What follows belongs to an exercise in optimizing a design on an open flow for small area, a short achievable clock period and few clock cycles per item; a production flow would make more cautious choices.
RTL that was checked went through simulation tests only; none was proved equivalent to the original.
For run 1, only the layout was checked, not whether the RTL still works.
Power and IR drop assume default switching activity.

## flow/design.v

```verilog
package sle_pkg;
  localparam int CAPACITY = 16;
  localparam int DATA_W   = 32;
  localparam int CNT_W    = $clog2(CAPACITY + 1);
  localparam int IDX_W    = $clog2(CAPACITY);
  localparam int POS_W    = 5;
  localparam int ACT_W    = 2;
  localparam int OUT_W    = 80;
  localparam logic [ACT_W-1:0] ACT_INSERT = 2'd0;
  localparam logic [ACT_W-1:0] ACT_REMOVE = 2'd1;
  localparam logic [ACT_W-1:0] ACT_SEARCH = 2'd2;
  localparam logic [ACT_W-1:0] ACT_CLEAR  = 2'd3;
endpackage
module sle_cell (
  input  logic                       clk_i,
  input  logic                       sel_keep_i,
  input  logic                       sel_left_i,
  input  logic                       sel_right_i,
  input  logic                       sel_key_i,
  input  logic [sle_pkg::DATA_W-1:0] key_i,
  input  logic [sle_pkg::DATA_W-1:0] left_val_i,
  input  logic [sle_pkg::DATA_W-1:0] right_val_i,
  output logic [sle_pkg::DATA_W-1:0] val_o
);
  logic [sle_pkg::DATA_W-1:0] val_q;
  always_ff @(posedge clk_i) begin
    val_q <= ({sle_pkg::DATA_W{sel_keep_i}}  & val_q)
           | ({sle_pkg::DATA_W{sel_left_i}}  & left_val_i)
           | ({sle_pkg::DATA_W{sel_right_i}} & right_val_i)
           | ({sle_pkg::DATA_W{sel_key_i}}   & key_i);
  end
  assign val_o = val_q;
endmodule
module sle_result (
  input  logic                              clk_i,
  input  logic                              rst_ni,
  input  logic                              s_axis_tvalid_i,
  output logic                              s_axis_tready_o,
  input  logic [sle_pkg::DATA_W-1:0]        s_axis_tdata_i,
  input  logic [sle_pkg::ACT_W-1:0]         s_axis_tuser_i,
  input  logic                              take_i,      
  output logic                              op_valid_o,
  output logic [sle_pkg::DATA_W-1:0]        op_val_o,
  output logic [sle_pkg::ACT_W-1:0]         op_act_o
);
  localparam int DATA_W = sle_pkg::DATA_W;
  localparam int ACT_W  = sle_pkg::ACT_W;
  logic              ir_v, sk_v;
  logic [DATA_W-1:0] ir_val, sk_val;
  logic [ACT_W-1:0]  ir_act, sk_act;
  logic              acc, ir_free;
  assign s_axis_tready_o = !sk_v;
  assign acc             = s_axis_tvalid_i && !sk_v;
  assign ir_free         = !ir_v || take_i;
  always_ff @(posedge clk_i or negedge rst_ni) begin
    if (!rst_ni) begin
      ir_v <= 1'b0;
      sk_v <= 1'b0;
    end else begin
      if (ir_free) begin
        ir_v <= sk_v || acc;
        sk_v <= 1'b0;
      end else if (acc) begin
        sk_v <= 1'b1;
      end
    end
  end
  always_ff @(posedge clk_i) begin
    if (ir_free) begin
      ir_val <= sk_v ? sk_val : s_axis_tdata_i;
      ir_act <= sk_v ? sk_act : s_axis_tuser_i;
    end
    if (!sk_v) begin
      sk_val <= s_axis_tdata_i;
      sk_act <= s_axis_tuser_i;
    end
  end
  assign op_valid_o = ir_v;
  assign op_val_o   = ir_val;
  assign op_act_o   = ir_act;
endmodule
module sorted_list_engine (
  input  logic        clk_i,
  input  logic        rst_ni,
  input  logic        s_axis_tvalid_i,
  output logic        s_axis_tready_o,
  input  logic [31:0] s_axis_tdata_i,    
  input  logic [1:0]  s_axis_tuser_i,    
  output logic        m_axis_tvalid_o,
  input  logic        m_axis_tready_i,
  output logic [79:0] m_axis_tdata_o     
);
  localparam int CAPACITY = sle_pkg::CAPACITY;
  localparam int DATA_W   = sle_pkg::DATA_W;
  localparam int CNT_W    = sle_pkg::CNT_W;
  logic                       a_v;
  logic [DATA_W-1:0]          a_key;
  logic [1:0]                 a_act;
  logic [CAPACITY:0]          c_lt, c_eq;       
  logic                       kk_lt, kk_eq;     
  logic [CAPACITY-1:0]        n_lt, n_eq;       
  logic                       b_v;
  logic [DATA_W-1:0]          b_key;
  logic [1:0]                 b_act;
  logic [CAPACITY-1:0]        b_lt, b_eq;       
  logic                       go, load_b;
  logic                       res_v;
  logic [CNT_W-1:0]           count_q, count_d;
  logic [4:0]                 pos_q, pos_d;
  logic                       err_q, err_d;
  logic [DATA_W-1:0]          last_q, last_d, prev_val;
  logic                       full, empty_q, found, ins, rem, clr, all_lt, hit_last;
  logic [CAPACITY-1:0]        valid, is_last, is_prev, hit, left_lt, at_b;
  logic [CAPACITY*DATA_W-1:0] vals;    
  assign go     = b_v && (!res_v || m_axis_tready_i);
  assign load_b = !b_v || go;
  sle_result u_in (
    .clk_i           (clk_i),
    .rst_ni          (rst_ni),
    .s_axis_tvalid_i (s_axis_tvalid_i),
    .s_axis_tready_o (s_axis_tready_o),
    .s_axis_tdata_i  (s_axis_tdata_i),
    .s_axis_tuser_i  (s_axis_tuser_i),
    .take_i          (load_b),
    .op_valid_o      (a_v),
    .op_val_o        (a_key),
    .op_act_o        (a_act)
  );
  assign full = count_q[CNT_W-1];
  always_comb begin
    for (int i = 0; i < CAPACITY; i++) begin
      valid[i]   = (CNT_W'(i) < count_q);
      is_last[i] = (count_q == CNT_W'(i + 1));
      is_prev[i] = (count_q == CNT_W'(i + 2));
      left_lt[i] = (i == 0) ? 1'b1 : b_lt[(i == 0) ? 0 : i - 1];
      hit[i]     = b_eq[i] && left_lt[i];
      at_b[i]    = !b_lt[i] && left_lt[i];    
    end
  end
  assign found    = |b_eq;
  assign all_lt   = &(b_lt | ~valid);
  assign hit_last = |(hit & is_last);
  assign ins      = (b_act == sle_pkg::ACT_INSERT) && !full;
  assign rem      = (b_act == sle_pkg::ACT_REMOVE) && found;
  assign clr      = (b_act == sle_pkg::ACT_CLEAR);
  always_comb begin
    prev_val = '0;
    for (int i = 0; i < CAPACITY; i++) begin
      prev_val = prev_val | ({DATA_W{is_prev[i]}} & vals[i*DATA_W +: DATA_W]);
    end
  end
  for (genvar g = 0; g < CAPACITY; g++) begin : g_cell
    logic shift;
    assign shift = go && !b_lt[g];
    sle_cell u_cell (
      .clk_i       (clk_i),
      .sel_keep_i  (!(shift && (ins || rem))),
      .sel_left_i  (shift && ins && !left_lt[g]),
      .sel_right_i (shift && rem),
      .sel_key_i   (shift && ins && left_lt[g]),
      .key_i       (b_key),
      .left_val_i  (vals[((g == 0) ? 0 : g - 1)*DATA_W +: DATA_W]),
      .right_val_i (vals[((g == CAPACITY - 1) ? g : g + 1)*DATA_W +: DATA_W]),
      .val_o       (vals[g*DATA_W +: DATA_W])
    );
  end
  always_comb begin
    count_d = count_q;
    pos_d   = 5'd0;
    err_d   = 1'b0;
    last_d  = empty_q ? '0 : last_q;
    case (b_act)
      sle_pkg::ACT_INSERT: begin
        if (full) begin
          err_d = 1'b1;
        end else begin
          count_d = count_q + CNT_W'(1);
          if (all_lt) last_d = b_key;
        end
      end
      sle_pkg::ACT_REMOVE: begin
        if (found) begin
          count_d = count_q - CNT_W'(1);
          if (hit_last) last_d = prev_val;
        end else begin
          err_d = 1'b1;
        end
      end
      sle_pkg::ACT_SEARCH: begin
        for (int i = 0; i < CAPACITY; i++) begin
          pos_d = pos_d | (hit[i] ? 5'(i + 1) : 5'd0);
        end
      end
      default: begin
        count_d = '0;
        last_d  = '0;
      end
    endcase
  end
  always_comb begin
    for (int i = 0; i < CAPACITY; i++) begin
      c_lt[i] = valid[i] && ($signed(vals[i*DATA_W +: DATA_W]) < $signed(a_key));
      c_eq[i] = valid[i] && (vals[i*DATA_W +: DATA_W] == a_key);
    end
    c_lt[CAPACITY] = 1'b0;
    c_eq[CAPACITY] = 1'b0;
  end
  assign kk_lt = ($signed(b_key) < $signed(a_key));
  assign kk_eq = (b_key == a_key);
  always_comb begin
    for (int i = 0; i < CAPACITY; i++) begin
      n_lt[i] = c_lt[i];
      n_eq[i] = c_eq[i];
      if (go && clr) begin
        n_lt[i] = 1'b0;
        n_eq[i] = 1'b0;
      end else if (go && ins && !b_lt[i]) begin
        n_lt[i] = at_b[i] ? kk_lt : c_lt[(i == 0) ? 0 : i - 1];
        n_eq[i] = at_b[i] ? kk_eq : c_eq[(i == 0) ? 0 : i - 1];
      end else if (go && rem && !b_lt[i]) begin
        n_lt[i] = c_lt[i + 1];
        n_eq[i] = c_eq[i + 1];
      end
    end
  end
  always_ff @(posedge clk_i or negedge rst_ni) begin
    if (!rst_ni) begin
      b_v     <= 1'b0;
      res_v   <= 1'b0;
      count_q <= '0;
      empty_q <= 1'b1;
    end else begin
      if (load_b) begin
        b_v <= a_v;
      end
      if (go) begin
        res_v   <= 1'b1;
        count_q <= count_d;
        empty_q <= (count_d == '0);
      end else if (m_axis_tready_i) begin
        res_v   <= 1'b0;
      end
    end
  end
  always_ff @(posedge clk_i) begin
    if (load_b) begin
      b_key <= a_key;
      b_act <= a_act;
      b_lt  <= n_lt;
      b_eq  <= n_eq;
    end
    if (go) begin
      pos_q  <= pos_d;
      err_q  <= err_d;
      last_q <= last_d;
    end
  end
  assign m_axis_tvalid_o = res_v;
  assign m_axis_tdata_o  = {4'b0, err_q, empty_q, last_q,
                            empty_q ? {DATA_W{1'b0}} : vals[0 +: DATA_W],
                            count_q, pos_q};
endmodule
```

## flow/run.sh

```bash
#!/bin/bash
# synth_recipe.tcl (not shown) runs the flow's synth.tcl, then flattens the netlist and writes it again
# the make line also repeats each setting of config.mk as NAME=value (left out here)
make -C /OpenROAD-flow-scripts/flow DESIGN_CONFIG=/design/flow/config.mk WORK_HOME=/design/flow/orfs CLKGATE_MAP_FILE= SYNTH_SCRIPT=/design/flow/synth_recipe.tcl finish
```

## flow/config.mk

```make
export PLATFORM = sky130hd
export DESIGN_NAME = sorted_list_engine
export DESIGN_NICKNAME = sorted_list_engine
export VERILOG_FILES = /design/flow/design.v
export SDC_FILE = /design/flow/constraint.sdc
export NUM_CORES = 4
export LEC_CHECK = 0
export CAP_MARGIN = 20
export CORE_MARGIN = 2
export CORE_UTILIZATION = 40
export SETUP_SLACK_MARGIN = 5
export SLEW_MARGIN = 20
```

## flow/constraint.sdc

```tcl
create_clock -name core_clock -period 9.0 [get_ports {clk_i}]
set_input_delay 1.8000 -clock core_clock [delete_from_list [all_inputs] [get_ports {clk_i}]]
set_output_delay 1.8000 -clock core_clock [all_outputs]
set_load 0.01 [all_outputs]
```

==> key figures, run 1 <==
Synthesis
  • Yosys warns: 3
  • Cells after synthesis: 5162
  • Post-synth ARST share: 0.0144
  • Synth area leaders: dfxtp_1 (24%), ha_1 (15%), a222oi_1 (9.8%)
  • Seq/Total Area, Yosys: 0.340
  • Cell taking the most area after synthesis: dfxtp_1
  • #FFs+latches synth: 694
  • Yosys cell types: 84
  • Main flop type after synthesis: dfxtp_1
  • Cell Area, Synth: 0.0450 mm2
  • Top cell type's share of synthesized area: 0.243
  • Avg Cell Area, Syn: 8.72 um2
  • Post-synth EDFFs: 138

Die
  • Ports: 120
  • Die ar.: 0.115 mm2
  • Core Box Area: 0.112 mm2
  • Chip height: 340 um
  • Die X: 340 um
  • Rows: 123
  • Initial core utilization: 0.402

Placed design
  • Pre-CTS setup slack: 2.57 ns
  • Final HPWL DP: 159 mm
  • Number of port buffers: 115
  • Placer congestion estimate: 1.04
  • Placed cells: 6500

Clocking
  • H-tree Lvls: 3
  • Clock root cell: clkbuf_16
  • Clock Tree Buf Depth: 3
  • Worst skew pair latency: 0.68 ns
  • CTS Buf Count: 81
  • Clk pin slew, worst setup/hold paths: 0.06 ns
  • CTS Sinks: 694
  • CTS tree: done

Cells and area
  • Share of cells above drive strength 1: 0.0902
  • Storage cell area: 0.0153 mm2
  • Fin cells: 6705
  • Fillers: 11000
  • Final nets: 5723
  • Layout overhead on the synthesized area: 14.4%
  • Area taken by multi-input logic gates: 0.0285 mm2

Worst setup path
  • Critical path class: reg2reg
  • CP max stage cell: dfrtp_4
  • Worst reg2reg path depth: 10
  • RR Startpoint: count_q[2]
  • R2r endpoint: last_q[27]
  • Crit-path max cell delay: 0.56 ns
  • CP delay by family, top: simple AND/OR/NAND/NOR gates
  • Max FO, Critical Path: 34
  • Crit path launch type: register
  • Crit. End Element: register
  • Crit path cell chain: buf_6 > inv_1 > and4_2 > buf_4 > a31oi_1 > nand4_1 > a311o_2 > nand2_8 > a21oi_1 > or3_1
  • Worst Path Buf+Inv: 3
  • Worst Path Required: 9.42 ns
  • R2r setup slk: 4.87 ns
  • Arr. time, crit path: 4.55 ns

GRT
  • Vias in the first global route: 44200
  • Gr ovfl total: 0
  • Pin count of the biggest net entering global routing: 68
  • Initial antenna violation count: 12
  • First-pass GRT wire length: 329 mm
  • Total global-route track usage: 0.391

Min path
  • Worst min path class: reg2reg
  • Hold depth: 0
  • WHS Endpoint: b_act[1]
  • Hold path start: u_in.ir_act[1]

Detailed routing
  • Initial drt markers: 9849
  • WL/cell: 35.1 um
  • Vias/cell: 7.15
  • Final antenna-violating net count: 0
  • DR vias: 47900
  • Post-Route WL: 236 mm
  • TritonRoute pass-1 iters: 12
  • DRC Markers: 0

Power and ir drop
  • Switching part of the total: 0.478
  • Int Pwr: 9.13 mW
  • Clock power share: 0.206
  • Comb pwr share: 0.421
  • Pwr Density: 339 mW/mm2
  • Switching pwr: 8.36 mW
  • Worst vdd ir: 0.000197 V
  • Reg power frac: 0.373
  • Leakage: 21.8 nW

Timing
  • Hold Fails Final Rpt: 0
  • Worst slew margin: 0.218
  • Final setup margin: 4.87 ns
  • Final setup TNS: 0 ns
  • Final Max Slew Viols: 0
  • Min Tclk post-route: 4.13 ns
  • Unrepaired setup endpoints after global routing: true
  • Worst Tran Pin Value: 1.16 ns
  • Setup-failing EPs final: 0
  • Clk_skew: 0.0258 ns
  • Max Clock Freq: 242 MHz
  • Fin crit share: 0.459

Job
  • Max-cap violations: 0

Outcome
  • Status: complete, no violations
==> layout make-up <==
type,instances,area share
Tap cell,1500,0.0364
Antenna cell,3,0.000146
Clock buffer,108,0.0437
Multi-Input combinational cell,3987,0.552
Timing Repair Buffer,293,0.0528
Inverter,77,0.00648
Sequential cell,694,0.297
Clock inverter,42,0.0105
Timing Repair inverter,1,0.000218
==> cell families (layout without fill, tap and decap cells) <==
family,after synthesis,after routing,synth area share
simple gates,1807,1815,0.182
compound gates,1411,1411,0.235
flops,694,694,0.340
fa+ha+maj,550,550,0.153
buf+inv,492,521,0.0431
mux,195,195,0.0443
xor+xnor,12,12,0.00233
other cells,1,7,0.0000833
==> registers in the layout, summed over array words and instances, names as in the netlist <==
name,cells
b_act,2
b_eq,16
b_key,32
b_lt,16
b_v,1
count_q,5
empty_q,1
err_q,1
g_cell.u_cell.val_q,512
last_q,32
pos_q,5
res_v,1
u_in.ir_act,2
u_in.ir_v,1
u_in.ir_val,32
u_in.sk_act,2
u_in.sk_v,1
u_in.sk_val,32
==> how the worst max path moves through the flow <==
stage | from | end | slack, ns | depth (start not counted)
5_1_grt | count_q[2] | last_q[27] | 4.92 | 10
6_report | count_q[2] | last_q[27] | 4.87 | 10
3_5_place_dp | m_axis_tready_i | b_lt[5] | 2.57 | 10
4_1_cts | m_axis_tready_i | g_cell[8].u_cell.val_q[22] | 4.83 | 11
2_1_floorplan | m_axis_tready_i | b_lt[14] | 5.05 | 10
3_3_place_gp | m_axis_tready_i | b_lt[5] | 2.69 | 10
==> what timing repair did <==
| item | 4_1_cts | 5_1_grt |
|---|---|---|
| endpoints found under the hold margin | 0 | 0 |
| buffers inserted | 18 | 21 |
| pin swaps | 6 | 11 |
| cloned | 8 | 2 |
| setup endpoints to repair | 599 | 325 |
| hold buffers | 0 | 0 |
| resized for setup | 58 | 38 |
==> cells in the mapped netlist, drive strengths merged (36+ instances only) <==
library cell  number
nand2           1033
a221oi            77
a21oi            296
a22oi             96
a222oi           440
nor2             225
nand4            112
mux2i            159
clkbuf           352
ha               550
o21ai            245
mux2              36
and4              51
inv               76
dfxtp            546
nor2b            110
a22o              46
edfxtp           138
a21o              47
nand3             98
buf               63
==> layer usage <==
layer / vias to the layer above / part of all wire / global-route usage
met4: 12 / 0.095 / 0.313
met1: 22900 / 0.36 / 0.502
li1: 20000 / - / -
met2: 4093 / 0.39 / 0.536
met5: - / 0.00059 / 0.00490
met3: 936 / 0.16 / 0.122
==> cells in the final DEF, fill, tap and decap left out, drive strengths merged, types with 36 or more instances in the layout <==
cell / instances
and4: 51
mux2i: 159
clkdlybuf4s50: 115
a22o: 46
a21o: 47
a21oi: 296
edfxtp: 138
a221oi: 77
nor2: 229
mux2: 36
a222oi: 440
buf: 178
clkbuf: 108
nor2b: 110
nand3: 99
nand2: 1033
nand4: 112
o21ai: 245
ha: 550
dfxtp: 546
inv: 76
a22oi: 96
==> power groups by stage <==
stage | registers [mW] | logic [mW] | clock network (mW)
3_5_place_dp | 6.48 | 6.74 | 0
5_1_grt | 6.56 | 7.88 | 3.72
3_3_place_gp | 6.48 | 6.54 | 0
4_1_cts | 6.41 | 6.93 | 3.59
2_1_floorplan | 5.39 | 4.46 | 0
6_report | 6.53 | 7.37 | 3.60
==> worst reg2reg max path, delay by kind of cell, from the launching register on <==
kind                   cells  cell delay (ns)
buffers and inverters      3             0.95
AOI/OAI and AO/OA          3             1.10
and+or+nand+nor            4             1.27
DFF                        1             0.56
==> stage by stage <==
step	total power, mW	area, um2	util	hold slack, ns
after floorplan	9.85	45100	-	0.400
after global placement	13.0	47800	0.427	0.402
after detailed placement	13.2	47800	0.427	0.406
after CTS	16.9	51100	0.456	0.420
after global routing	18.2	51500	0.460	0.435
final	17.5	51500	0.460	0.420
==> run 2: changes to the inputs <==
--- a/flow/design.v
+++ b/flow/design.v
@@ -104,3 +104,4 @@
   logic [1:0]                 b_act;
-  logic [CAPACITY-1:0]        b_lt, b_eq;       
+  logic [CAPACITY-1:0]        b_lt;             
+  logic                       b_found;          
   logic                       go, load_b;
@@ -135,3 +136,3 @@
       left_lt[i] = (i == 0) ? 1'b1 : b_lt[(i == 0) ? 0 : i - 1];
-      hit[i]     = b_eq[i] && left_lt[i];
+      hit[i]     = b_found && !b_lt[i] && left_lt[i];
       at_b[i]    = !b_lt[i] && left_lt[i];    
@@ -139,3 +140,3 @@
   end
-  assign found    = |b_eq;
+  assign found    = b_found;
   assign all_lt   = &(b_lt | ~valid);
@@ -248,4 +249,4 @@
       b_act <= a_act;
-      b_lt  <= n_lt;
-      b_eq  <= n_eq;
+      b_lt    <= n_lt;
+      b_found <= |n_eq;
     end
--- a/flow/config.mk
+++ b/flow/config.mk
@@ -9,3 +9,3 @@
 export CORE_MARGIN = 2
-export CORE_UTILIZATION = 40
+export CORE_UTILIZATION = 30
 export SETUP_SLACK_MARGIN = 5
==> run 2 against run 1 <==
Compared with the run above:
- still clean
- first-iteration DRC count up 4.3%
- setup slack worse by 0.023 ns
- count of clock-buffer cells in the layout up 5
- area after synthesis down 1.4%
- combinational power up 13%
- highest routed layer unchanged
==> key figures, run 2 <==
Timing
  • Min Tclk post-route: 4.15 ns (+0.0230 ns)
  • Clk_skew: 0.0366 ns (+0.0108 ns)
  • Setup-failing EPs final: 0 (unchanged)
  • Max Clock Freq: 241 MHz (-0.56%)
  • Final Max Slew Viols: 0 (unchanged)
  • Worst slew margin: 0.201 (-0.0168)
  • Worst Tran Pin Value: 1.19 ns (+0.0270 ns)
  • Final setup TNS: 0 ns (unchanged)
  • Unrepaired setup endpoints after global routing: true
  • Fin crit share: 0.461 (+0.00256)
  • Hold Fails Final Rpt: 0 (unchanged)
  • Final setup margin: 4.85 ns (-0.0230 ns)

Clocking
  • CTS Sinks: 679 (-2.2%)
  • H-tree Lvls: 3 (unchanged)
  • Clock root cell: clkbuf_16
  • Clk pin slew, worst setup/hold paths: 0.06 ns (about the same)
  • CTS Buf Count: 82 (+1.2%)
  • Worst skew pair latency: 0.73 ns (+0.05 ns)
  • CTS tree: done
  • Clock Tree Buf Depth: 3 (unchanged)

Worst setup path
  • Arr. time, crit path: 4.62 ns (+0.07 ns)
  • CP max stage cell: nor3_2
  • Critical path class: reg2reg
  • R2r setup slk: 4.85 ns (-0.02 ns)
  • Crit. End Element: register
  • Crit path launch type: register
  • Max FO, Critical Path: 17 (-50%)
  • CP delay by family, top: compound AO/OA/AOI/OAI gates
  • Worst Path Required: 9.47 ns (+0.05 ns)
  • Crit path cell chain: inv_1 > buf_4 > ha_1 > nand4_1 > nor3_2 > o21ai_0 > a31oi_2 > o22ai_1 > nor2b_1 > a221oi_1 > nor2_1
  • Worst Path Buf+Inv: 2 (-1)
  • Crit-path max cell delay: 0.74 ns (+0.18 ns)

Synthesis
  • Main flop type after synthesis: dfxtp_1
  • Synth cell count leaders: nand2_1 (1102), ha_1 (550), dfxtp_1 (546), a222oi_1 (439), clkbuf_1 (353)
  • Cells after synthesis: 5128 (-0.66%)
  • Yosys warns: 3 (unchanged)
  • Adder-cell share of the synthesized area: 0.155 (+0.00232)
  • Largest family of logic cells by synthesized area: compound AO/OA/AOI/OAI gates
  • Top cell type's share of synthesized area: 0.246 (+0.00332)
  • #FFs+latches synth: 679 (-2.2%)
  • Synth Area in Simple Gates: 0.179 (-0.00247)
  • Post-synth EDFFs: 123 (-11%)
  • Yosys cell types: 90 (+7.1%)
  • Avg Cell Area, Syn: 8.66 um2 (-0.70%)
  • Post-synth ARST share: 0.0147 (+0.000318)
  • Cell Area, Synth: 0.0444 mm2 (-1.4%)
  • Multiplexer share of the synthesized area: 0.0380 (-0.00629)
  • Count leader, synth: nand2_1
  • Synth area leaders: dfxtp_1 (25%), ha_1 (15%), a222oi_1 (9.9%)
  • Post-synthesis compound-gate area fraction: 0.247 (+0.0121)
  • Seq/Total Area, Yosys: 0.335 (-0.00548)
  • Cell taking the most area after synthesis: dfxtp_1
  • Xor-xnor portion of the synthesized cell area: 0.000986 (-0.00135)

Die
  • Core Box Area: 0.147 mm2 (+31%)
  • Chip height: 389 um (+15%)
  • Ports: 120 (unchanged)
  • Die X: 389 um (+15%)
  • Initial core utilization: 0.302 (-0.100)
  • Rows: 141 (+15%)
  • Die ar.: 0.151 mm2 (+31%)

Cells and area
  • Layout overhead on the synthesized area: 16.3%
  • Most frequent cells in the layout: nand2_1 (1099), ha_1 (550), dfxtp_1 (545)
  • Share of cells above drive strength 1: 0.0938 (+0.00362)
  • Max reg flops: 512 (unchanged)
  • Largest register by flop count: g_cell.u_cell.val_q
  • Commonest non-fill, non-tap cell in the layout: nand2_1
  • Final nets: 5694 (-0.51%)

Detailed routing
  • DR vias: 47800 (-0.30%)
  • Final antenna-violating net count: 0 (unchanged)
  • WL/cell: 33.9 um (-3.5%)
  • DRC Markers: 0 (unchanged)
  • Initial drt markers: 10300 (+4.3%)
  • Post-Route WL: 241 mm (+2.3%)
  • TritonRoute pass-1 iters: 13 (+1)
  • Vias/cell: 6.72 (-6.0%)

GRT
  • Gr ovfl total: 0 (unchanged)
  • Total global-route track usage: 0.305 (-0.0855)
  • Initial antenna violation count: 21 (+9)
  • Vias in the first global route: 44200 (-0.13%)
  • Pin count of the biggest net entering global routing: 66 (-2.9%)
  • First-pass GRT wire length: 334 mm (+1.7%)

Power and ir drop
  • Pwr Density: 361 mW/mm2 (+6.2%)
  • Leakage: 22.1 nW (+1.2%)
  • Worst vdd ir: 0.000162 V (-18%)

Placed design
  • Final HPWL DP: 159 mm (+0.40%)
  • Number of port buffers: 115 (unchanged)
  • Pre-CTS setup slack: 3.25 ns (+0.681 ns)
  • Placer congestion estimate: 1.00 (-3.2%)

Outcome
  • Status: complete, no violations

Job
  • Max-cap violations: 0 (unchanged)

Min path
  • Worst min path class: reg2reg
==> run 2: cell count changes after synthesis, sizes merged, moves of 34 or more <==
cell   before   now
and4       51    14
mux2i     159   125
nor2      225   153
a22oi      96   153
nand2    1033  1102
o21ai     245   210
==> run 2: kinds of logic after synthesis <==
group | count (synthesis)
buf+inv | 501
other cells | 1
flops | 679
compound gates | 1454
xor+xnor | 5
simple gates | 1773
fa+ha+maj | 551
mux | 164
==> run 2: worst paths after layout <==
path,startpoint,to,cells past startpoint
setup / recovery,u_in.ir_val[10],b_lt[15],11
hold / removal,u_in.ir_act[1],b_act[1],0
setup reg to reg,u_in.ir_val[10],b_lt[15],11
hold reg to reg,u_in.ir_act[1],b_act[1],0
max in group asynchronous,rst_ni,count_q[1],1
min in group asynchronous,rst_ni,count_q[0],1
==> run 2: worst register-to-register path, cell delays in order (launching register included) <==
cell,delay [ns]
edfxtp_1,0.40
inv_1,0.07
buf_4,0.33
ha_1,0.27
nand4_1,0.22
nor3_2,0.74
o21ai_0,0.56
a31oi_2,0.61
o22ai_1,0.24
nor2b_1,0.19
a221oi_1,0.22
nor2_1,0.09
==> run 2: where the power goes <==
group / switching (mW) / internal [mW] / total [mW]
clock network: 1.50 / 2.06 / 3.56
logic: 5.21 / 3.12 / 8.34
registers: 2.39 / 4.34 / 6.73
total: 9.11 / 9.52 / 18.6
==> run 2: per-stage QoR <==
| step | cell area (um2) | hold slack (ns) | util | power [mW] | instances |
|---|---|---|---|---|---|
| detailed placement | 47900 | 0.407 | 0.325 | 14.3 | 6905 |
| global placement | 47900 | 0.404 | 0.325 | 14.0 | 6905 |
| CTS | 51300 | 0.421 | 0.349 | 18.0 | 7089 |
| global route | 51600 | 0.425 | 0.351 | 19.3 | 7106 |
| floorplan | 44400 | 0.400 | - | 10.5 | 5131 |
| finish | 51700 | 0.418 | 0.351 | 18.6 | 7111 |
==> run 2: layout make-up <==
type | count | area [um2]
clock inverter | 37 | 484
tap | 1930 | 2410
antenna | 9 | 22.5
timing repair buffer | 301 | 2810
multi-input combinational | 3953 | 28400
sequential | 679 | 14900
fill | 15000 | 95700
inverter | 89 | 339
clock buffer | 113 | 2270
==> run 2: repair_timing <==
action,CTS,global route
hold buffers,0,0
resized for setup,97,31
endpoints found under the hold margin,0,0
setup buffers,30,11
endpoints found under the setup margin,369,44
pin swaps,7,5
gates cloned,4,2
==> run 2: layer usage <==
layer  GRT usage  vias up  part of all wire
li1            -    19900                 -
met1       0.375    22700              0.37
met2       0.428     4131              0.39
met3       0.124     1025              0.15
met4       0.221       16             0.086
met5           0        -           0.00063
Testbench counts of run 2, summed over its fixed seeds: cycles 24,024, items 24,000.
==> run 3: changes to the inputs <==
--- a/flow/config.mk
+++ b/flow/config.mk
@@ -10,2 +10,4 @@
 export CORE_UTILIZATION = 30
+export CTS_CLUSTER_DIAMETER = 50
+export CTS_CLUSTER_SIZE = 20
 export SETUP_SLACK_MARGIN = 5
==> run 3 against run 2 <==
Compared with the run above:
- still clean on timing, DRC and antenna
- clock power rose by about 20%
- global-route usage rose by 0.14 points
- setup slack better by 0.023 ns
- power grew 4.4%
- first-iteration DRC count is 3.3% higher
- fmax increased by 0.56%
- via count grew 1.5%
- sequential power about the same
- routed wire length is 1.6% higher
- cell area increased by 1.8%
- area after synthesis unchanged
- combinational power grew 0.8%
- critical path type unchanged
- largest power group unchanged
==> key figures, run 3 <==
Worst setup path
  • Crit path from: u_in.ir_val[31]
  • RR Startpoint: u_in.ir_val[31]
  • Worst Path Required: 9.50 ns (+0.03 ns)
  • CP max stage cell: a21boi_0
  • Worst Path Buf+Inv: 2 (unchanged)
  • Crit-path max cell delay: 0.86 ns (+0.12 ns)
  • Critical path class: reg2reg
  • Most used cell, CP: and3_1
  • Crit. End Element: register
  • Max FO, Critical Path: 17 (unchanged)
  • Crit path cell chain: inv_1 > buf_4 > ha_1 > and4_1 > and3_1 > a21boi_0 > nor4_2 > xnor2_1 > and3_1 > or3_1
  • Arr. time, crit path: 4.63 ns (about the same)
  • Crit path launch type: register
  • CP delay by family, top: simple AND/OR/NAND/NOR gates

Power and ir drop
  • Comb pwr share: 0.433 (-0.015)
  • Int Pwr: 9.94 mW (+4.4%)
  • Leakage: 22.5 nW (+2.0%)
  • Worst vdd ir: 0.000210 V (+30%)
  • Pwr Total: 19.4 mW (+4.4%)
  • Reg power frac: 0.347 (-0.014)
  • Clock power share: 0.220 (+0.029)
  • Switching part of the total: 0.489 (about the same)
  • Switching pwr: 9.50 mW (+4.3%)
  • Pwr Density: 370 mW/mm2 (+2.5%)

Synthesis
  • Main flop type after synthesis: dfxtp_1
  • Avg Cell Area, Syn: 8.66 um2 (unchanged)
  • Post-synth ARST share: 0.0147 (unchanged)
  • Top cell type's share of synthesized area: 0.246 (unchanged)
  • Yosys warns: 3 (unchanged)
  • Cell taking the most area after synthesis: dfxtp_1
  • Count leader, synth: nand2_1
  • Post-synth EDFFs: 123 (unchanged)
  • Synth area leaders: dfxtp_1 (25%), ha_1 (15%), a222oi_1 (9.9%)
  • Cell Area, Synth: 0.0444 mm2 (unchanged)
  • Seq/Total Area, Yosys: 0.335 (unchanged)
  • Synth cell count leaders: nand2_1 (1102), ha_1 (550), dfxtp_1 (546), a222oi_1 (439), clkbuf_1 (353)
  • #FFs+latches synth: 679 (unchanged)
  • Cells after synthesis: 5128 (unchanged)
  • Yosys cell types: 90 (unchanged)

Timing
  • Setup-failing EPs final: 0 (unchanged)
  • Worst slew margin: 0.165 (-0.0362)
  • Clk_skew: 0.0404 ns (+0.00377 ns)
  • Final Max Slew Viols: 0 (unchanged)
  • Hold Fails Final Rpt: 0 (unchanged)
  • Min Tclk post-route: 4.13 ns (-0.0230 ns)
  • Max Clock Freq: 242 MHz (+0.56%)
  • Fin crit share: 0.459 (-0.00255)
  • Worst Tran Pin Value: 1.25 ns (+0.0540 ns)
  • Final setup TNS: 0 ns (unchanged)
  • Hold_ws: 0.416 ns (-0.00162 ns)
  • Unrepaired setup endpoints after global routing: true
  • Final setup margin: 4.87 ns (+0.0230 ns)

Die
  • Die X: 389 um (unchanged)
  • Initial core utilization: 0.302 (unchanged)
  • Die ar.: 0.151 mm2 (unchanged)
  • Core Box Area: 0.147 mm2 (unchanged)
  • Rows: 141 (unchanged)
  • Chip height: 389 um (unchanged)
  • Ports: 120 (unchanged)

Clocking
  • H-tree Lvls: 3 (unchanged)
  • CTS tree: done
  • Clock Tree Buf Depth: 3 (unchanged)
  • Worst skew pair latency: 0.76 ns (+0.03 ns)
  • CTS Sinks: 679 (unchanged)
  • Clock root cell: clkbuf_16
  • Clk pin slew, worst setup/hold paths: 0.06 ns (about the same)
  • Hold_buf cts: 0 (unchanged)
  • CTS Buf Count: 100 (+22%)

Detailed routing
  • DR vias: 48500 (+1.5%)
  • Post-Route WL: 245 mm (+1.6%)
  • WL/cell: 34.2 um (+0.81%)
  • TritonRoute pass-1 iters: 20 (+7)
  • Vias/cell: 6.77 (+0.70%)
  • DRC Markers: 0 (unchanged)
  • Final antenna-violating net count: 0 (unchanged)
  • Initial drt markers: 10600 (+3.3%)

GRT
  • Gr ovfl total: 0 (unchanged)
  • First-pass GRT wire length: 336 mm (+0.48%)
  • Pin count of the biggest net entering global routing: 66 (unchanged)
  • Vias in the first global route: 44500 (+0.80%)
  • Total global-route track usage: 0.307 (+0.00137)
  • Initial antenna violation count: 16 (-24%)

Cells and area
  • Max reg flops: 512 (unchanged)
  • Layout overhead on the synthesized area: 18.3%
  • Final nets: 5728 (+0.60%)
  • Largest register by flop count: g_cell.u_cell.val_q
  • Share of cells above drive strength 1: 0.109 (+0.0147)
  • Commonest non-fill, non-tap cell in the layout: nand2_1
  • Most frequent cells in the layout: nand2_1 (1099), ha_1 (550), dfxtp_1 (545)

Min path
  • Worst min path class: reg2reg
  • Hold path start: u_in.ir_act[0]

Job
  • Max-cap violations: 0 (unchanged)

Placed design
  • Placer congestion estimate: 1.00 (unchanged)
  • Pre-CTS setup slack: 3.25 ns (unchanged)
  • Number of port buffers: 115 (unchanged)
  • Final HPWL DP: 159 mm (unchanged)

Outcome
  • Status: complete, no violations
run 3: area by class of cell:
| type | instances | area, um2 |
|---|---|---|
| Timing Repair Buffer | 313 | 2880 |
| Clock buffer | 117 | 2720 |
| Inverter | 89 | 339 |
| Antenna cell | 14 | 35.0 |
| Fill cell | 14900 | 94700 |
| Sequential cell | 679 | 14900 |
| Clock inverter | 70 | 845 |
| Tap cell | 1930 | 2410 |
| Multi-Input combinational cell | 3957 | 28400 |
run 3: per-layer routing:
layer | vias to the layer above | wire length [um] | GRT usage
met4 | 4 | 21800 | 0.221
met2 | 4298 | 96000 | 0.430
li1 | 20000 | - | -
met5 | - | 169 | 0.00861
met1 | 23100 | 89400 | 0.376
met3 | 1123 | 37700 | 0.125
run 3: power by group through the flow:
stage,sequential [mW],combinational (mW),clock (mW)
after floorplan,5.40,5.09,0
after global placement,6.65,7.38,0
after detailed placement,6.65,7.61,0
after CTS,6.58,7.88,4.27
after global routing,6.77,8.93,4.39
final,6.75,8.41,4.28
run 3: worst paths after layout:
path,cells past startpoint,endpoint,slack [ns]
setup / recovery,10,b_lt[13],4.87
hold / removal,0,b_act[0],0.42
setup reg to reg,10,b_lt[13],4.87
hold reg to reg,0,b_act[0],0.42
max in group asynchronous,1,count_q[2],7.26
min in group asynchronous,1,u_in.ir_v,1.38
run 3: timing repair:
| item | in CTS | in global routing |
|---|---|---|
| resized for setup | 102 | 40 |
| gates cloned | 6 | 5 |
| hold endpoints to repair | 0 | 0 |
| endpoints found under the setup margin | 369 | 43 |
| setup buffers | 29 | 23 |
| pin swaps | 8 | 7 |
run 3: kinds of logic (layout without fill, tap and decap cells):
kind of cell / Yosys count / after routing / share of synthesized area
fa+ha+maj: 551 / 551 / 0.155
xor+xnor: 5 / 5 / 0.000986
flops: 679 / 679 / 0.335
simple gates: 1773 / 1779 / 0.179
compound gates: 1454 / 1454 / 0.247
other cells: 1 / 18 / 0.0000844
buf+inv: 501 / 589 / 0.0443
mux: 164 / 164 / 0.0380
run 3: through the flow:
stage	instances	utilization	instance area [um2]
after floorplan	5131	-	44400
after global placement	6905	0.325	47900
after detailed placement	6905	0.325	47900
after CTS	7127	0.354	52100
after global routing	7159	0.357	52600
final	7169	0.357	52600
==> run 4: changes to the inputs <==
==> flow/flow/run.sh (new file) <==
#!/bin/bash
# The standard layout (standard.sh) with one change: the buffers that
# buffer_ports puts on every input and output port are buf_2 cells instead
# of the delay buffers the resizer picks by default. Every port still gets
# its own buffer; synthesis, SDC, clock period and all other steps are
# the standard flow's own. Full tool output goes to standard.log here and to ORFS's logs.
set -uo pipefail
bash standard.sh "BUFFER_PORTS_ARGS=-buffer_cell sky130_fd_sc_hd__buf_2" finish > standard.log 2>&1
==> flow/standard.sh (new file) <==
#!/bin/bash
# synth_recipe.tcl (not shown) runs the flow's synth.tcl, then flattens the netlist and writes it again
# the make line also repeats each setting of config.mk as NAME=value (left out here)
make -C /OpenROAD-flow-scripts/flow DESIGN_CONFIG=/design/flow/config.mk WORK_HOME=/design/flow/orfs CLKGATE_MAP_FILE= SYNTH_SCRIPT=/design/flow/synth_recipe.tcl "${@:-finish}"
removed: flow/run.sh
==> run 4 against run 3 <==
Compared with the run above:
- sequential share of layout area is 0.55 points higher
- still clean on timing, DRC and antenna
- first-iteration DRC count shrank 2.4%
- critical path depth is 1 higher
- register-to-register slack is essentially flat
- cell count shrank 0.33%
- critical path type unchanged
- routed wire length is 0.90% lower
- combinational power shrank 2%
- die area stayed put
- sequential cell count stayed put
- global-route usage barely moved
- hold slack better by 0.00081 ns
- largest power group unchanged
- area after synthesis did not move
==> key figures, run 4 <==
Detailed routing
  • DR vias: 47800 (-1.4%)
  • DRC Markers: 0 (unchanged)
  • Final antenna-violating net count: 0 (unchanged)
  • Vias/cell: 6.69 (-1.1%)
  • TritonRoute pass-1 iters: 14 (-30%)
  • WL/cell: 34.0 um (-0.57%)
  • Post-Route WL: 243 mm (-0.90%)
  • Initial drt markers: 10400 (-2.4%)

Clocking
  • CTS tree: done
  • Clock Tree Buf Depth: 3 (unchanged)
  • Clk pin slew, worst setup/hold paths: 0.07 ns (about the same)
  • H-tree Lvls: 3 (unchanged)
  • Worst skew pair latency: 0.74 ns (-0.02 ns)
  • Hold_buf cts: 0 (unchanged)
  • Clock root cell: clkbuf_16
  • CTS Sinks: 679 (unchanged)
  • CTS Buf Count: 97 (-3.0%)

Power and ir drop
  • Pwr Density: 369 mW/mm2 (-0.10%)
  • Leakage: 22.2 nW (-1.4%)
  • Switching pwr: 9.46 mW (-0.37%)
  • Reg power frac: 0.353 (+0.006)
  • Comb pwr share: 0.434 (about the same)
  • Int Pwr: 9.57 mW (-3.7%)
  • Clock power share: 0.213 (-0.007)
  • Worst vdd ir: 0.000215 V (+2.3%)
  • Switching part of the total: 0.497 (+0.00853)

Cells and area
  • Max reg flops: 512 (unchanged)
  • Commonest non-fill, non-tap cell in the layout: nand2_1
  • Largest register by flop count: g_cell.u_cell.val_q
  • Fillers: 15000 (+0.81%)
  • Fin cells: 7145 (-0.33%)
  • Final nets: 5714 (-0.24%)
  • Final Core Density: 0.350 (-0.00705)
  • Share of cells above drive strength 1: 0.126 (+0.0174)
  • Most frequent cells in the layout: nand2_1 (1100), ha_1 (550), dfxtp_1 (546)
  • Layout overhead on the synthesized area: 16.0%

Worst setup path
  • Crit. End Element: register
  • R2r endpoint: b_found
  • Worst Path Required: 9.58 ns (+0.08 ns)
  • Worst reg2reg path depth: 11 (+1)
  • CP max stage cell: nor4_1
  • Crit-path max cell delay: 1.11 ns (+0.25 ns)
  • R2r setup slk: 4.87 ns (about the same)
  • Arr. time, crit path: 4.71 ns (+0.08 ns)
  • Crit path launch type: register
  • Critical path class: reg2reg
  • RR Startpoint: u_in.ir_val[18]
  • Max FO, Critical Path: 17 (unchanged)
  • Crit path cell chain: inv_1 > buf_4 > ha_1 > nand4_1 > nor4_1 > nand4_1 > mux2i_1 > nor3_1 > a221oi_1 > nor4_1 > a31oi_1

GRT
  • Gr ovfl total: 0 (unchanged)
  • Vias in the first global route: 44200 (-0.68%)
  • Initial antenna violation count: 15 (-1)
  • Total global-route track usage: 0.307 (+0.000410)
  • Pin count of the biggest net entering global routing: 66 (unchanged)
  • First-pass GRT wire length: 336 mm (about the same)

Timing
  • Unrepaired setup endpoints after global routing: false
  • Final setup TNS: 0 ns (unchanged)
  • Fin crit share: 0.458 (about the same)
  • Final setup margin: 4.87 ns (+0.00100 ns)
  • Final Max Slew Viols: 0 (unchanged)
  • Setup-failing EPs final: 0 (unchanged)
  • Clk_skew: 0.0426 ns (+0.00225 ns)
  • Worst slew margin: 0.0915 (-0.0734)
  • Hold Fails Final Rpt: 0 (unchanged)
  • Max Clock Freq: 242 MHz (about the same)
  • Worst Tran Pin Value: 1.35 ns (+0.105 ns)
  • Min Tclk post-route: 4.13 ns (-0.00100 ns)

Job
  • Max-cap violations: 0 (unchanged)

Die
  • Core Box Area: 0.147 mm2 (unchanged)
  • Die ar.: 0.151 mm2 (unchanged)
  • Ports: 120 (unchanged)
  • Rows: 141 (unchanged)
  • Chip height: 389 um (unchanged)
  • Die X: 389 um (unchanged)
  • Initial core utilization: 0.302 (unchanged)

Synthesis
  • Cells after synthesis: 5128 (unchanged)
  • Cell Area, Synth: 0.0444 mm2 (unchanged)
  • Yosys warns: 3 (unchanged)
  • #FFs+latches synth: 679 (unchanged)
  • Cell taking the most area after synthesis: dfxtp_1
  • Top cell type's share of synthesized area: 0.246 (unchanged)
  • Count leader, synth: nand2_1
  • Seq/Total Area, Yosys: 0.335 (unchanged)
  • Post-synth ARST share: 0.0147 (unchanged)
  • Synth area leaders: dfxtp_1 (25%), ha_1 (15%), a222oi_1 (9.9%)
  • Avg Cell Area, Syn: 8.66 um2 (unchanged)
  • Yosys cell types: 90 (unchanged)
  • Main flop type after synthesis: dfxtp_1
  • Synth cell count leaders: nand2_1 (1102), ha_1 (550), dfxtp_1 (546), a222oi_1 (439), clkbuf_1 (353)
  • Post-synth EDFFs: 123 (unchanged)

Min path
  • Hold path start: u_in.ir_act[0]
  • Hold depth: 0 (unchanged)
  • Worst min path class: reg2reg
  • WHS Endpoint: b_act[0]

Placed design
  • Number of port buffers: 115 (unchanged)
  • Pre-CTS setup slack: 3.67 ns (+0.421 ns)
  • Placed cells: 6913 (+0.12%)
  • Final HPWL DP: 163 mm (+2.5%)
  • Placer congestion estimate: 1.02 (+1.6%)

Outcome
  • Status: complete, no violations
[run 4: critical path: cells and delay by family, from the launching register on]
| family | cells | cell delay (ns) |
|---|---|---|
| AO/OA/AOI/OAI | 2 | 0.48 |
| adder cells (fa/ha/maj) | 1 | 0.33 |
| buffers and inverters | 2 | 0.30 |
| flip-flops | 1 | 0.50 |
| multiplexers | 1 | 0.27 |
| AND/OR/NAND/NOR | 5 | 2.06 |
[run 4: worst max path at each step]
stage,endpoint,slack [ns],from,cells past startpoint
after CTS,b_lt[11],5.00,u_in.ir_val[13],11
after floorplan,b_found,5.19,m_axis_tready_i,9
after global routing,last_q[16],5.00,count_q[1],12
after detailed placement,g_cell[8].u_cell.val_q[19],3.67,m_axis_tready_i,8
after global placement,g_cell[8].u_cell.val_q[29],3.77,m_axis_tready_i,8
final,b_found,4.87,u_in.ir_val[18],11
[run 4: what timing repair did]
item / in CTS / in global routing
buffers inserted: 11 / 30
gates resized for setup: 50 / 29
gates cloned: 1 / 1
pin swaps: 1 / 7
endpoints found under the setup margin: 169 / 64
[run 4: layout make-up]
type / instances / area (um2) / share of cell area
Inverter: 89 / 335 / 0.00651
Sequential cell: 679 / 14900 / 0.289
Tap cell: 1930 / 2410 / 0.0469
Antenna cell: 5 / 12.5 / 0.000243
Timing Repair Buffer: 306 / 2120 / 0.0412
Multi-Input combinational cell: 3953 / 28400 / 0.550
Clock inverter: 78 / 855 / 0.0166
Clock buffer: 105 / 2540 / 0.0493
[run 4: routing by layer]
layer  up-vias  wire, um  GRT usage
met4        18     20500      0.216
li1      19900         -          -
met2      4011     95600      0.430
met5         -       124          0
met3      1026     36900      0.116
met1     22800     89600      0.385
[run 4: logic make-up (layout without fill, tap and decap cells)]
group                    Yosys count  after routing  share of synthesized area
AND/OR/NAND/NOR                 1773           1775                      0.179
AO/OA/AOI/OAI                   1454           1454                      0.247
flip-flops                       679            679                      0.335
adder cells (fa/ha/maj)          551            551                      0.155
buffers and inverters            501            578                     0.0443
multiplexers                     164            164                     0.0380
XOR/XNOR                           5              5                   0.000986
other                              1              9                  0.0000844
[run 4: power groups by stage]
stage	clock (mW)	sequential (mW)	combinational, mW
4_1_cts	4.06	6.60	7.75
6_report	4.05	6.73	8.26
3_3_place_gp	0	6.70	7.38
5_1_grt	4.19	6.75	8.80
2_1_floorplan	0	5.40	5.09
3_5_place_dp	0	6.70	7.58
[run 4: per-stage QoR]
stage / hold WS (ns) / instance area, um2 / total power [mW]
global placement: 0.403 / 47400 / 14.1
CTS: 0.420 / 51100 / 18.4
detailed placement: 0.408 / 47400 / 14.3
finish: 0.417 / 51500 / 19.0
global route: 0.422 / 51500 / 19.7
floorplan: 0.400 / 44400 / 10.5

afterwards: timing with drivers on the ports:
The flow's constraints put no driver on any port. The routed layouts listed below were extracted and timed again, unchanged, in two steps.
Step 1: set_driving_cell puts a clkbuf_16 on clk_i and a buf_2 on each other input, an assumption about the parent block.
Step 2 also shifts input and output timing later by t, the mid clock arrival at the registers, as if the neighbouring blocks saw the same clock.
a / b / c = ideal / step 1 / step 2; a / b = the first two.
run	t (ns)	slack for setup (ns)	worst setup path at the end
run 1	0.740	4.873 / 4.873 / 4.278	input to register
run 2	0.779	4.850 / 4.850 / 4.282	input to register
run 3	0.809	4.873 / 4.873 / 4.271	input to register
run 4	0.792	4.874 / 4.874 / 4.267	input to register
After both steps setup and hold are still met in every run listed. For run 4, which loses most, drivers alone change the setup slack by 0.000 ns; drivers and shift together by -0.607 ns.
